Context: an optimization exercise on an open-source flow, tuned for small area, a short achievable clock period and few clock cycles per item. The choices shown serve that exercise and are no tape-out recipe.
RTL that was checked went through simulation tests only; none was proved equivalent to the original.
No activity file was given, so power comes from the tool's default toggle rates.

==> module iol_ctrl, before the edit <==
module iol_ctrl (
    input  logic             i_clk,
    input  logic             i_rst_n,
    input  logic             i_valid,
    output logic             o_ready,
    input  logic [47:0]      i_data,
    output logic [Cap-1:0]   o_sel,
    output logic             o_wr_en,
    output logic [ValW-1:0]  o_wr_data,
    input  logic [ValW-1:0]  i_rd_data,
    output logic             o_valid,
    input  logic             i_ready,
    output logic [47:0]      o_data
);
    logic            r1_v, r_fire;
    logic            r_hold1, r_hold2;    
    logic            r_ins_go, r_del_go;
    logic            r1_get, r1_ins, r1_at, r1_del;
    logic            r1_lt, r1_gt;    
    logic [ValW-1:0] r1_val;
    logic [Cap-1:0]  r1_oh;     
    logic [Cap-1:0]  r1_ge;     
    logic [6:0] r_len;
    logic [5:0] r_map [Cap];
    logic       full;
    assign full = r_len[6];
    logic            r2_v, r2_found, r2_wr;
    logic [Cap-1:0]  r2_sel;              
    logic [ValW-1:0] r2_val;
    logic [6:0]      r2_len;
    logic [1:0]      r2_st;
    logic [1:0]      r_qc;                
    logic [41:0]     r_q [2];             
    logic fire, take, pop, push;
    assign fire = r_fire;                 
    assign take = i_valid && o_ready;
    assign pop  = o_valid && i_ready;
    assign push = r2_v && (r_qc != 2'd2 || pop);
    logic ins_en, del_en;
    assign ins_en = r_ins_go;             
    assign del_en = r_del_go;             
    logic [5:0] look;           
    always_comb begin
        look = '0;
        for (int i = 0; i < Cap; i++) look |= {6{r1_oh[i]}} & r_map[i];
    end
    logic       ins_ok, del_ok, found;
    logic [1:0] st;
    logic [6:0] len_n, len_eff;
    assign ins_ok = r1_ins && !full && !(r1_at && r1_gt);
    assign del_ok = r1_del && r1_lt;
    assign found  = r1_get && r1_lt;
    always_comb begin
        st = ST_DONE;
        if ((r1_get || r1_del) && !r1_lt) st = ST_RANGE;
        else if (r1_at && r1_gt) st = ST_RANGE;
        else if (r1_ins && full) st = ST_FULL;
    end
    assign len_n   = ins_ok ? r_len + 7'd1 : del_ok ? r_len - 7'd1 : r_len;
    assign len_eff = fire ? len_n : r_len;    
    logic [7:0]     hi_n, lo_n;
    logic [Cap-1:0] sel_n;
    for (genvar k = 0; k < 8; k++) begin : g_dec
        assign hi_n[k] = r1_get ? look[5:3] == 3'(k) : r_map[Cap-1][5:3] == 3'(k);
        assign lo_n[k] = r1_get ? look[2:0] == 3'(k) : r_map[Cap-1][2:0] == 3'(k);
    end
    for (genvar i = 0; i < Cap; i++) begin : g_sel
        assign sel_n[i] = hi_n[i / 8] && lo_n[i % 8];
    end
    logic [2:0] in_mode;
    logic [9:0] in_pos, in_pe;
    logic       in_get, in_head, in_tail, in_at, in_del;
    assign in_mode = i_data[2:0];
    assign in_pos  = i_data[12:3];
    assign in_get  = in_mode == MODE_GET;
    assign in_head = in_mode == MODE_HEAD;
    assign in_tail = in_mode == MODE_TAIL;
    assign in_at   = in_mode == MODE_AT;
    assign in_del  = in_mode == MODE_DEL;
    assign in_pe   = in_head ? 10'd0 : in_tail ? {3'b0, len_eff} : in_pos;
    logic [Cap-1:0] oh_n, ge_n;
    for (genvar i = 0; i < Cap; i++) begin : g_in
        assign oh_n[i] = in_pe == 10'(i);
        assign ge_n[i] = !in_get && in_pe <= 10'(i);
    end
    logic [41:0] res;
    logic        q0_res, q0_next, q0_keep;
    assign o_sel     = r2_sel;
    assign o_wr_en   = r2_wr;
    assign o_wr_data = r2_val;
    assign res = {r2_len, r2_st, r2_found, i_rd_data | {ValW{!r2_found}}};
    assign q0_res  = push && r_qc - {1'b0, pop} == 2'd0;
    assign q0_next = !q0_res && pop;
    assign q0_keep = !q0_res && !pop;
    always_ff @(posedge i_clk) begin
        if (o_ready) begin
            r1_get <= in_get;
            r1_ins <= in_head || in_tail || in_at;
            r1_at  <= in_at;
            r1_del <= in_del;
            r1_lt  <= in_pos < {3'b0, len_eff};
            r1_gt  <= in_pos > {3'b0, len_eff};
            r1_val <= i_data[44:13];
        end
        r1_oh  <= ({Cap{o_ready}} & oh_n) | ({Cap{r_hold1}} & r1_oh);
        r1_ge  <= ({Cap{o_ready}} & ge_n) | ({Cap{r_hold1}} & r1_ge);
        r2_sel <= ({Cap{fire}} & sel_n) | ({Cap{r_hold2}} & r2_sel);
        r2_val <= ({ValW{fire}} & r1_val) | ({ValW{r_hold2}} & r2_val);
        if (fire) begin
            r_len    <= len_n;
            r2_wr    <= ins_en;
            r2_found <= found;
            r2_len   <= len_n;
            r2_st    <= st;
        end
        for (int i = 0; i < Cap; i++) begin
            if (ins_en && i > 0 && r1_ge[i-1 < 0 ? 0 : i-1])
                r_map[i] <= r_map[i-1 < 0 ? 0 : i-1];
            else if (ins_en && r1_oh[i]) r_map[i] <= r_map[Cap-1];
            else if (del_en && r1_ge[i])
                r_map[i] <= (i == Cap - 1) ? look : r_map[i+1 > Cap-1 ? Cap-1 : i+1];
        end
        r_q[0] <= ({42{q0_res}} & res) | ({42{q0_next}} & r_q[1]) | ({42{q0_keep}} & r_q[0]);
        if (push && r_qc - {1'b0, pop} == 2'd1) r_q[1] <= res;
        if (!i_rst_n) begin
            r1_v    <= 1'b0;
            r_fire  <= 1'b0;
            r_hold2 <= 1'b1;
            r_hold1 <= 1'b0;
            r_ins_go <= 1'b0;
            r_del_go <= 1'b0;
            r2_v    <= 1'b0;
            r_qc    <= '0;
            o_valid <= 1'b0;
            r_len   <= '0;
            o_ready <= 1'b1;
            for (int i = 0; i < Cap; i++) r_map[i] <= 6'(i);
        end else begin
            logic       n1v, n2v, nfire;
            logic [1:0] nqc;
            n1v   = take || (r1_v && !fire);
            n2v   = fire || (r2_v && !push);
            nqc   = r_qc - {1'b0, pop} + {1'b0, push};
            nfire = n1v && ({1'b0, n2v} + nqc <= 2'd2);
            r1_v    <= n1v;
            r_fire  <= nfire;
            r_hold2 <= !nfire;
            r_hold1 <= !(!n1v || nfire);
            r_ins_go <= nfire && !len_eff[6] &&
                        (o_ready ? (in_head || in_tail || in_at) : r1_ins);
            r_del_go <= nfire && (o_ready ? in_del : r1_del);
            r2_v    <= n2v;
            r_qc    <= nqc;
            o_valid <= nqc != 2'd0;
            o_ready <= !n1v || nfire;
        end
    end
    assign o_data = {2'b00, 4'b0, r_q[0]};
endmodule
clock: 6.0 ns
lec_check: 0
cap_margin: 20
core_margin: 2
core_utilization: 45
cts_cluster_diameter: 100
cts_cluster_size: 25
setup_slack_margin: 3.1
slew_margin: 20
run.sh (not shown) runs the stock make flow with config.mk's settings and CLKGATE_MAP_FILE= SYNTH_SCRIPT=/design/flow/synth_recipe.tcl, a recipe that flattens the netlist after the stock synthesis.
The starting point finished with timing, DRC and antenna clean.
Rerun with:
--- a/flow/design.v
+++ b/flow/design.v
@@ -47,5 +47,4 @@
     logic            r1_v, r_fire;
     logic            r_hold1, r_hold2;    
-    logic            r_ins_go, r_del_go;
     logic            r1_get, r1_ins, r1_at, r1_del;
     logic            r1_lt, r1_gt;    
@@ -70,6 +69,6 @@
     assign push = r2_v && (r_qc != 2'd2 || pop);
     logic ins_en, del_en;
-    assign ins_en = r_ins_go;             
-    assign del_en = r_del_go;             
+    assign ins_en = fire && r1_ins && !full;
+    assign del_en = fire && r1_del;
     logic [5:0] look;           
     always_comb begin
@@ -160,6 +159,4 @@
             r_hold2 <= 1'b1;
             r_hold1 <= 1'b0;
-            r_ins_go <= 1'b0;
-            r_del_go <= 1'b0;
             r2_v    <= 1'b0;
             r_qc    <= '0;
@@ -179,7 +176,4 @@
             r_hold2 <= !nfire;
             r_hold1 <= !(!n1v || nfire);
-            r_ins_go <= nfire && !len_eff[6] &&
-                        (o_ready ? (in_head || in_tail || in_at) : r1_ins);
-            r_del_go <= nfire && (o_ready ? in_del : r1_del);
             r2_v    <= n2v;
             r_qc    <= nqc;
What happened:
- cell count rose by 2.0%
- sequential power rose by about 1%
- via count rose by 2.6%
- final area barely changes
- synthesized cell count rose by 3.0%
- routed wire length rose by 0.94%
- count of clock-buffer cells in the layout fell by 6
- fmax fell by 4.1%
- total power rose by about 0.44%
- non-clock buffer count fell by 7
- first-iteration DRC count rose by 6.6%
- clock skew rose by 0.021 ns
- worst hold slack barely changes
Testbench counts after the change, summed over its fixed seeds: cycles 20,024, items 20,000.
Function not checked in the first run of this note: the RTL went through the layout flow alone.

static timing again, ports no longer ideal:
How much do the figures lean on ideal ports? The routed layouts below were timed once more, with nothing changed but the port constraints.
Step 1 (the two cells are an assumption about what drives the block):
set clk [get_ports {i_clk}]
set_driving_cell -lib_cell sky130_fd_sc_hd__clkbuf_16 $clk
set_driving_cell -lib_cell sky130_fd_sc_hd__buf_2 [delete_from_list [all_inputs] $clk]
Step 2, shift: input delay + t, output delay - t, t = (earliest + latest rising clock arrival at the registers) / 2. This alone moves slack from input paths to output paths.
Three values: no drivers, after step 1, after step 2; two values: the first two.
run	t (ns)	slack for setup (ns)	slew at the worst register clock pin (ns)
the first run	0.971	2.931 / 2.931 / 2.321	0.11 / 0.11
the second run	0.949	2.802 / 2.802 / 2.451	0.11 / 0.11
After both steps setup and hold are still met in every run listed. The setup slack of the first run, which loses most, moves by 0.000 ns with the drivers and by -0.610 ns with both steps.
